This is an optimization exercise on Yosys and OpenROAD, whose aim is small area, a short achievable clock period and few clock cycles per item, not a production implementation.
In this exercise RTL edits were held to simulation tests only and were not proved equivalent to the original.
No activity file was given, so power comes from the tool's default toggle rates.

`flow/design.v`:
```
`default_nettype none
package memWrDma_pkg;
	typedef logic [64-1:0] hostAddr_t;
	typedef logic [32-1:0]  lclAddr_t;
	typedef logic [64-1:0]  line_t;
	typedef logic [31:0]             cfgData_t;
	typedef logic [31:0]             byteCnt_t;
	typedef logic [12-1:0]   pload_t;
	typedef logic [10-1:0]   dwLen_t;
	typedef logic [7:0]              tag_t;
	typedef logic [15:0]             reqId_t;
	typedef struct packed {
		hostAddr_t hostBase;
		lclAddr_t  lclBase;
		byteCnt_t  byteCnt;
	} xferCfg_t;
	typedef struct packed {
		hostAddr_t hostAddr;
		lclAddr_t  lclAddr;
		pload_t    pload;    
		dwLen_t    dwLen;
		tag_t      tag;
	} pktDesc_t;
	typedef enum logic [1:0] {SEG_IDLE, SEG_ISSUE, SEG_WAIT} segState_t;
	typedef enum logic [1:0] {FRM_IDLE, FRM_HDR0, FRM_HDR1, FRM_DATA} frmState_t;
endpackage
`default_nettype wire
`default_nettype none
module memWrDma
#(
	parameter int DEPTH = 4
)
(
	input  wire                           i_CfgClk,
	input  wire                           i_ARst,
	input  wire                           i_CfgCyc,
	input  wire                           i_CfgStb,
	input  wire                           i_CfgWnR,
	input  wire [3:0]                     i_CfgAddr,
	input  wire memWrDma_pkg::cfgData_t   i_CfgWrData,
	output logic                          o_CfgAck,
	output memWrDma_pkg::cfgData_t        o_CfgRdData,
	input  wire memWrDma_pkg::pload_t     i_MaxPload,
	input  wire memWrDma_pkg::reqId_t     i_RequesterId,
	output logic                          o_MemRd,
	output memWrDma_pkg::lclAddr_t        o_MemRdAddr,
	input  wire                           i_MemReady,
	input  wire                           i_MemDv,
	input  wire memWrDma_pkg::line_t      i_MemRdData,
	output logic                          o_AstTxDv,
	output logic                          o_AstTxSop,
	output logic                          o_AstTxEop,
	output memWrDma_pkg::line_t           o_AstTxData,
	input  wire                           i_AstTxReady
);
	localparam int PW = $clog2(DEPTH);
	typedef enum logic [2:0] {S_IDLE, S_HDR0, S_HDR1, S_DATA, S_TAIL} frmState_t;
	logic [31:0] ctrlReg;
	logic [63:0] hostBase;
	logic [31:0] lclBase;
	logic        busy;
	logic        busyNext;
	logic        cfgWr;
	logic        xferWr;
	logic        start;
	assign cfgWr  = i_CfgCyc & i_CfgStb & i_CfgWnR & ~o_CfgAck;
	assign xferWr = cfgWr & ~busy;
	assign start  = xferWr && (i_CfgAddr == 4'h7) && ctrlReg[0] && (i_CfgWrData[31:3] != '0);
	always_ff @(posedge i_CfgClk or posedge i_ARst)
	begin
		if (i_ARst)
		begin
			o_CfgAck <= 1'b0;
			ctrlReg  <= '0;
			hostBase <= '0;
			lclBase  <= '0;
		end
		else
		begin
			o_CfgAck <= i_CfgCyc & i_CfgStb & ~o_CfgAck;
			if (cfgWr && (i_CfgAddr == 4'h0))
				ctrlReg <= i_CfgWrData;
			if (xferWr && (i_CfgAddr == 4'h4))
				hostBase[31:0] <= i_CfgWrData;
			if (xferWr && (i_CfgAddr == 4'h5))
				hostBase[63:32] <= i_CfgWrData;
			if (xferWr && (i_CfgAddr == 4'h6))
				lclBase <= i_CfgWrData;
		end
	end
	frmState_t   state;
	logic [28:0] remLines;     
	logic [3:0]  lineOff;      
	logic [24:0] hostMid;      
	logic        crossed;      
	logic [7:0]  tagCnt;
	logic [31:0] hostHi;
	logic        is4Dw;
	logic        remOne;
	logic        lastInPkt;
	logic [4:0]  pktLines;
	logic [4:0]  bndLines;
	assign hostHi    = hostBase[63:32] + {31'd0, crossed};
	assign is4Dw     = |hostHi;
	assign remOne    = (remLines == 29'd1);
	assign lastInPkt = (lineOff == 4'hF) || remOne;
	assign bndLines  = 5'd16 - {1'b0, lineOff};
	assign pktLines  = ((remLines[28:5] == '0) && (remLines[4:0] < bndLines)) ? remLines[4:0] : bndLines;
	memWrDma_pkg::line_t fifoMem [DEPTH];
	logic [PW:0] wrPtr;
	logic [PW:0] rdPtr;
	logic        fifoEmpty;
	memWrDma_pkg::line_t head;
	assign fifoEmpty = (wrPtr == rdPtr);
	assign head      = fifoMem[rdPtr[PW-1:0]];
	always_ff @(posedge i_CfgClk)
	begin
		if (i_MemDv)
			fifoMem[wrPtr[PW-1:0]] <= i_MemRdData;
	end
	logic        load;
	logic        beatOk;
	logic        pop;
	logic        nbSop;
	logic        nbEop;
	logic [63:0] nbData;
	frmState_t   nbState;
	logic [31:0] heldDw;
	assign load = ~o_AstTxDv | i_AstTxReady;
	always_comb
	begin
		beatOk  = 1'b0;
		pop     = 1'b0;
		nbSop   = 1'b0;
		nbEop   = 1'b0;
		nbData  = head;
		nbState = state;
		case (state)
			S_HDR0:
			begin
				beatOk  = 1'b1;
				nbSop   = 1'b1;
				nbData  = {i_RequesterId, tagCnt, 8'hFF,
					3'b010 | {2'b00, is4Dw}, 5'd0, 8'd0, 6'd0, 4'd0, pktLines, 1'b0};
				nbState = S_HDR1;
			end
			S_HDR1:
				if (is4Dw)
				begin
					beatOk  = 1'b1;
					nbData  = {hostMid, lineOff, hostBase[2:0], hostHi};
					nbState = S_DATA;
				end
				else
				begin
					beatOk  = ~fifoEmpty;
					pop     = 1'b1;
					nbData  = {head[31:0], hostMid, lineOff, hostBase[2:0]};
					nbState = lastInPkt ? S_TAIL : S_DATA;
				end
			S_DATA:
				if (is4Dw)
				begin
					beatOk  = ~fifoEmpty;
					pop     = 1'b1;
					nbEop   = lastInPkt;
					nbData  = head;
					nbState = lastInPkt ? (remOne ? S_IDLE : S_HDR0) : S_DATA;
				end
				else
				begin
					beatOk  = ~fifoEmpty;
					pop     = 1'b1;
					nbData  = {head[31:0], heldDw};
					nbState = lastInPkt ? S_TAIL : S_DATA;
				end
			S_TAIL:
			begin
				beatOk  = 1'b1;
				nbEop   = 1'b1;
				nbData  = {32'd0, heldDw};
				nbState = (remLines == '0) ? S_IDLE : S_HDR0;
			end
			default: ;
		endcase
	end
	logic doLoad;
	logic doPop;
	assign doLoad = load & beatOk;
	assign doPop  = doLoad & pop;
	assign busyNext = start | (busy & ~((state == S_IDLE) & load));
	always_ff @(posedge i_CfgClk or posedge i_ARst)
	begin
		if (i_ARst)
		begin
			state     <= S_IDLE;
			busy      <= 1'b0;
			o_AstTxDv <= 1'b0;
			tagCnt    <= '0;
			rdPtr     <= '0;
			wrPtr     <= '0;
		end
		else
		begin
			busy <= busyNext;
			if (i_MemDv)
				wrPtr <= wrPtr + 1'b1;
			if (start)
				state <= S_HDR0;
			else if (doLoad)
				state <= nbState;
			if (load)
				o_AstTxDv <= beatOk;
			if (doLoad && (state == S_HDR0))
				tagCnt <= tagCnt + 1'b1;
			if (doPop)
				rdPtr <= rdPtr + 1'b1;
		end
	end
	always_ff @(posedge i_CfgClk)
	begin
		if (doLoad)
		begin
			o_AstTxData <= nbData;
			o_AstTxSop  <= nbSop;
			o_AstTxEop  <= nbEop;
		end
		if (doPop)
			heldDw <= head[63:32];
		if (start)
		begin
			remLines <= i_CfgWrData[31:3];
			lineOff  <= hostBase[6:3];
			hostMid  <= hostBase[31:7];
			crossed  <= 1'b0;
		end
		else if (doPop)
		begin
			remLines <= remLines - 1'b1;
			lineOff  <= lineOff + 1'b1;
			if (lineOff == 4'hF)
			begin
				hostMid <= hostMid + 1'b1;
				if (&hostMid)
					crossed <= 1'b1;
			end
		end
	end
	logic [PW:0]  pend;      
	logic [28:0]  rdAddr;
	logic         memAcc;
	logic         moreAfter;
	logic         roomAfter;
	assign memAcc = o_MemRd & i_MemReady;
	assign moreAfter = memAcc ? ({1'b0, remLines} > 30'(pend) + 30'd1)
	                          : ({1'b0, remLines} > 30'(pend));
	assign roomAfter = (memAcc && !doPop) ? (pend < (PW+1)'(DEPTH - 1))
	                 : (!memAcc && doPop) ? 1'b1
	                 : (pend < (PW+1)'(DEPTH));
	assign o_MemRdAddr = {rdAddr, lclBase[2:0]};
	always_ff @(posedge i_CfgClk or posedge i_ARst)
	begin
		if (i_ARst)
		begin
			o_MemRd <= 1'b0;
			pend    <= '0;
		end
		else
		begin
			if (start)
				o_MemRd <= 1'b1;
			else
				o_MemRd <= busy & moreAfter & roomAfter;
			case ({memAcc, doPop})
				2'b10:   pend <= pend + 1'b1;
				2'b01:   pend <= pend - 1'b1;
				default: ;
			endcase
		end
	end
	always_ff @(posedge i_CfgClk)
	begin
		if (start)
			rdAddr <= lclBase[31:3];
		else if (memAcc)
			rdAddr <= rdAddr + 1'b1;
	end
	always_ff @(posedge i_CfgClk)
	begin
		case (i_CfgAddr)
			4'h0:     o_CfgRdData <= ctrlReg;
			4'h1:     o_CfgRdData <= {30'd0, ~busyNext, busyNext};
			4'h4: o_CfgRdData <= hostBase[31:0];
			4'h5: o_CfgRdData <= hostBase[63:32];
			4'h6:    o_CfgRdData <= lclBase;
			4'h7:      o_CfgRdData <= busyNext ? {remLines, 3'd0} : '0;
			default:           o_CfgRdData <= '0;
		endcase
	end
endmodule
`default_nettype wire
```
`flow/run.sh`:
```
#!/bin/bash
# synth_recipe.tcl (not shown) runs the flow's synth.tcl, then flattens the netlist and writes it again
# the make line also repeats each setting of config.mk as NAME=value (left out here)
make -C /OpenROAD-flow-scripts/flow DESIGN_CONFIG=/design/flow/config.mk WORK_HOME=/design/flow/orfs CLKGATE_MAP_FILE= SYNTH_SCRIPT=/design/flow/synth_recipe.tcl finish
```
`flow/config.mk`:
```
export PLATFORM = sky130hd
export DESIGN_NAME = memWrDma
export DESIGN_NICKNAME = memWrDma
export VERILOG_FILES = /design/flow/design.v
export SDC_FILE = /design/flow/constraint.sdc
export NUM_CORES = 4
export LEC_CHECK = 0
export CAP_MARGIN = 20
export CORE_MARGIN = 2
export CORE_UTILIZATION = 40
export SLEW_MARGIN = 20
```
`flow/constraint.sdc`:
```
create_clock -name core_clock -period 8.0 [get_ports {i_CfgClk}]
set_input_delay 1.6000 -clock core_clock [delete_from_list [all_inputs] [get_ports {i_CfgClk}]]
set_output_delay 1.6000 -clock core_clock [all_outputs]
set_load 0.01 [all_outputs]
```
==> impl_results.md <==
- Std-Cell Rows: a little under 100
- Kind of critical path: flip-flop to flip-flop
- Sw Ratio: 31.95%
- Die Area: 0.07250 mm²
- R2R depth: 13
- Simple-Gate Fraction of Synth Area: 9.584%
- Synth top area cells: edfxtp_1, dfrtp_1, mux2_2
- Vias: around 19000
- Remaining Overflow, GRT: 0
- Total Routed Length: between 80000 and 90000 µm
- GP Congestion: 0.8884
- Starting Density: 40.26%
- Compound-gate portion of the synthesized area: 8.833%
- Ys flop type: edfxtp_1
- Area growth syn-to-layout: 20.05%
- RSZ-0062 raised after global routing: false
- Final Core Density: around half
- Cell taking the most area after synthesis: edfxtp_1
- Combinational Power Share: between 20% and 30%
- Synth cell types: 75
- CP Capture Type: flip-flop
- Vias in the first global route: 18454
- I/O pin cnt: 269
- Final total power: 11170 µW
- Static Leak: approximately 0.012 µW
- Reg2reg start: hostBase[32]$_DFFE_PP0P_
- Clk pin slew, worst setup/hold paths: roughly 0.06 ns
- Sequential share of the synthesized area: a little over three fifths
- Total global-route track usage: a little over a fifth
- Clk pwr share: 27.6%
- Multi-input logic area: just under 0.01 mm²
- Sequential share of power: 45.3%
- Least-Margin Pin Slew: ~1.0 ns
- Outcome: no timing/DRC/antenna violations
- Synth Instances: 2065
- Hold Path End: o_CfgAck$_DFF_PP0_
- Slew Limit Headroom: 30.26%
- Worst Path Required: 8.35 ns
- Hold Path Origin: o_CfgAck$_DFF_PP0_
- Setup Fix Bufs, Post-CTS: 0
- Largest net degree at the start of global routing: 101
- Worst-Skew Late Latency: 0.62 ns
- Worst R2R Setup Slack: 3.09 ns
- Via/cell ratio: 5.670
- Core ar.: 0.06991 mm²
- HPWL after detailed placement: 54390 µm
- Clk Tree Root Cell: clkbuf_16
- Fmax: 203.9 MHz
- Worst Hold Depth: 1
- Largest family of logic cells by synthesized area: multiplexers
- Synth Area in XOR/XNOR: 4.045%
- Tcrit/Tclk final: 61.32%
- MaxCap Viol Count: 0
- Ys async rst share: 24.28%
- P_sw: 3568 µW
- Final critical-path required period: slightly below 5 ns
- Worst vdd ir: approximately 0.23 mV
- Post-CTS sizing: 0
- Sinks on Clock Net: approximately 630
- EDFF count, synth: 441
- Synth warnings: 1
- CTS tree: done
- DIE HEIGHT: 269.3 µm
- Mapped Avg Cell Area: 13.63 µm²
- H-tree Lvls: 3
- Internal Pwr Total: roughly 7600 µW
- Crit path arrival time: 5.26 ns
- Drt drc: 0
- Hold_buf cts: 0
- Num CTS Buffers: 68
- Post-Route Setup TNS: 0 ns
- Crit start category: flip-flop
- Sequential cell area: 0.01771 mm²
- Final Hold Vio Count: 0
- Proportion of synthesized area in mux cells: 10.80%
- Share of cells above drive strength 1: 16.26%
- Final ANT Viol Nets: 0
- Worst Skew: roughly 0.026 ns
- Adder-cell share of the synthesized area: between 1 and 1.5%
- Initial DRC Count: 2201
- RR Endpoint: o_AstTxData[53]$_DFFE_PP_
- Port bufs: 256
- Initial antenna violation count: 8
- Worst-case clock buffer depth: 3
- Power per standard cell area: 330.5 mW/mm²
- Setup-failing EPs final: 0
- WL/cell: roughly 24 µm
- Post-Syn Nets: 2231
- Synthesized area: ~0.028 mm²
- Pins Over Slew Limit: 0
- Die Wd: 269.3 µm
- First-pass DRT Iterations: 6
- Seq cells post-synth: 626
- Hold WC Path Type: flip-flop to flip-flop
- Final #Nets: 2449
- Top cell type's share of synthesized area: between 40% and 50%
- Crit path max fanout: 62
- FILL cells: a little over 6000
- First-pass GRT wire length: 120000 µm
-- per-layer routing --
| metal | track usage (%) | up-vias | part of all wire [%] |
|---|---|---|---|
| li1 | - | 8320 | - |
| met1 | 31.29 | 9447 | 44 |
| met2 | 34.52 | 731 | 47 |
| met3 | 3.669 | 96 | 7.4 |
| met4 | 5.789 | 8 | 1.8 |
| met5 | 0 | - | 0.075 |
-- power groups by stage --
stage          clock network [µW]  registers, µW  logic [µW]
6_report                     3080           5060        3020
5_1_grt                      3270           5150        3260
4_1_cts                      3140           5060        3050
3_5_place_dp                    0           5100        3040
3_3_place_gp                    0           5090        2990
2_1_floorplan                   0           4880        1890
-- worst max-delay path: stages, from the launching register on --
cell	delay, ns
dfrtp_1	0.42
ha_1	0.31
ha_1	0.36
nand4_2	0.29
nor4_4	0.62
nand4_1	0.17
xor2_1	0.36
nand4_1	0.22
nor3_4	0.15
buf_4	0.44
buf_4	0.67
or3b_2	0.26
a21oi_1	0.09
a221o_1	0.29
-- layout make-up --
cell class,instances,area share (%)
Antenna cell,4,0.02962
Clock buffer,95,5.703
Clock inverter,29,0.7554
Inverter,27,0.3148
Multi-Input combinational cell,1275,29.07
Sequential cell,626,52.42
Tap cell,940,3.481
Timing Repair Buffer,285,8.228
-- through the flow --
stage	area, µm²	cells	hold slack, ns	worst slack (ns)
6_report	33790	3281	0.4698	3.095
5_1_grt	33780	3279	0.4962	2.765
4_1_cts	33770	3277	0.4733	3.162
3_5_place_dp	31590	3153	0.4623	2.590
3_3_place_gp	31590	3153	0.4585	2.685
2_1_floorplan	28150	2065	0.4446	2.109
-- sequential cells by signal, indices dropped and copies added (netlist names), 4 cells and up --
| signal | cells |
|---|---|
| hostBase | 64 |
| tagCnt | 8 |
| lineOff | 4 |
| ctrlReg | 32 |
| rdAddr | 29 |
| o_CfgRdData | 32 |
| o_AstTxData | 64 |
| hostMid | 25 |
| fifoMem | 256 |
| remLines | 29 |
| lclBase | 32 |
| heldDw | 32 |
-- logic make-up (layout without fill, tap and decap cells) --
kind of cell,count (synthesis),after routing
fa+ha+maj,30,30
mux,207,207
flops,626,626
compound gates,370,370
xor+xnor,130,130
buf+inv,164,436
simple gates,538,538
other cells,0,4
-- how the worst max path moves through the flow --
stage | start | to | slack [ns] | cells past startpoint
2_1_floorplan | hostBase[32]$_DFFE_PP0P_ | o_AstTxData[0]$_DFFE_PP_ | 2.11 | 14
3_3_place_gp | i_CfgWrData[26] | o_CfgRdData[28]$_DFF_P_ | 2.69 | 10
3_5_place_dp | i_CfgWrData[26] | remLines[15]$_DFFE_PP_ | 2.59 | 7
4_1_cts | hostBase[32]$_DFFE_PP0P_ | o_AstTxData[18]$_DFFE_PP_ | 3.16 | 13
5_1_grt | hostBase[32]$_DFFE_PP0P_ | o_AstTxData[53]$_DFFE_PP_ | 2.77 | 13
6_report | hostBase[32]$_DFFE_PP0P_ | o_AstTxData[53]$_DFFE_PP_ | 3.09 | 13
-- Yosys cell counts, types with 14 or more instances --
| cell | number |
|---|---|
| nand2_1 | 134 |
| a22oi_1 | 87 |
| dfxtp_1 | 33 |
| buf_2 | 29 |
| nor3_1 | 35 |
| a221o_1 | 27 |
| mux4_2 | 64 |
| nand3_1 | 77 |
| o21ai_0 | 31 |
| and2_1 | 15 |
| inv_1 | 26 |
| clkbuf_1 | 73 |
| and3_1 | 14 |
| a21oi_1 | 132 |
| buf_1 | 25 |
| or3b_2 | 19 |
| xor2_1 | 64 |
| edfxtp_1 | 441 |
| dfrtp_1 | 152 |
| mux2_2 | 134 |
| nor2_1 | 147 |
| nor4_1 | 23 |
| ha_1 | 29 |
| xnor2_1 | 66 |
| nand4_1 | 20 |
-- cell usage in the layout (no fill, tap or decap), drive strengths merged, types with 9 or more instances in the layout --
| cell type | synthesis | final |
|---|---|---|
| clkdlybuf4s50 | 0 | 256 |
| nor4 | 26 | 26 |
| and3 | 14 | 14 |
| a311oi | 9 | 9 |
| a22oi | 87 | 87 |
| o21ai | 42 | 42 |
| mux2i | 9 | 9 |
| nand3 | 78 | 78 |
| buf | 64 | 29 |
| edfxtp | 441 | 441 |
| inv | 26 | 27 |
| nand4 | 24 | 24 |
| xnor2 | 66 | 66 |
| and2 | 15 | 15 |
| nand2b | 10 | 10 |
| nor2 | 147 | 147 |
| xor2 | 64 | 64 |
| a21oi | 132 | 132 |
| clkbuf | 73 | 95 |
| a221o | 27 | 27 |
| a31oi | 11 | 11 |
| nor3 | 36 | 36 |
| mux2 | 134 | 134 |
| nand2 | 134 | 134 |
| or3b | 19 | 19 |
| mux4 | 64 | 64 |
| ha | 29 | 29 |
| dfxtp | 33 | 33 |
| clkinv | 1 | 25 |
| dfrtp | 152 | 152 |
Testbench counts, summed over its fixed seeds: cycles 50,172, bytes 198,928.

## port drivers added, routing unchanged
The flow's constraints put no driver on any port. The routed layout listed below was extracted and timed again, unchanged, in two steps. Step 1 (the two cells are an assumption about what drives the block):
set clk [get_ports {i_CfgClk}]
set_driving_cell -lib_cell sky130_fd_sc_hd__clkbuf_16 $clk
set_driving_cell -lib_cell sky130_fd_sc_hd__buf_2 [delete_from_list [all_inputs] $clk]
Step 2 moves the port delays by t, midway between the first and last clock arrival at a register: inputs arrive t later, outputs are due t later. That takes back most of the time a late clock gives input paths. Slacks: no drivers / after step 1 / after step 2; pairs: no drivers / after step 1.
shift t [ns]: 0.669
setup WS [ns]: 3.095 / 3.095 / 2.641
clock arrival spread, ns: 0.026 / 0.025
worst slew at a driven data input, ns: 0.12
cell pins on the clock port's net: 1
After both steps setup and hold are still met in this run. The setup slack of this run moves by 0.000 ns with the drivers and by -0.454 ns with both steps.
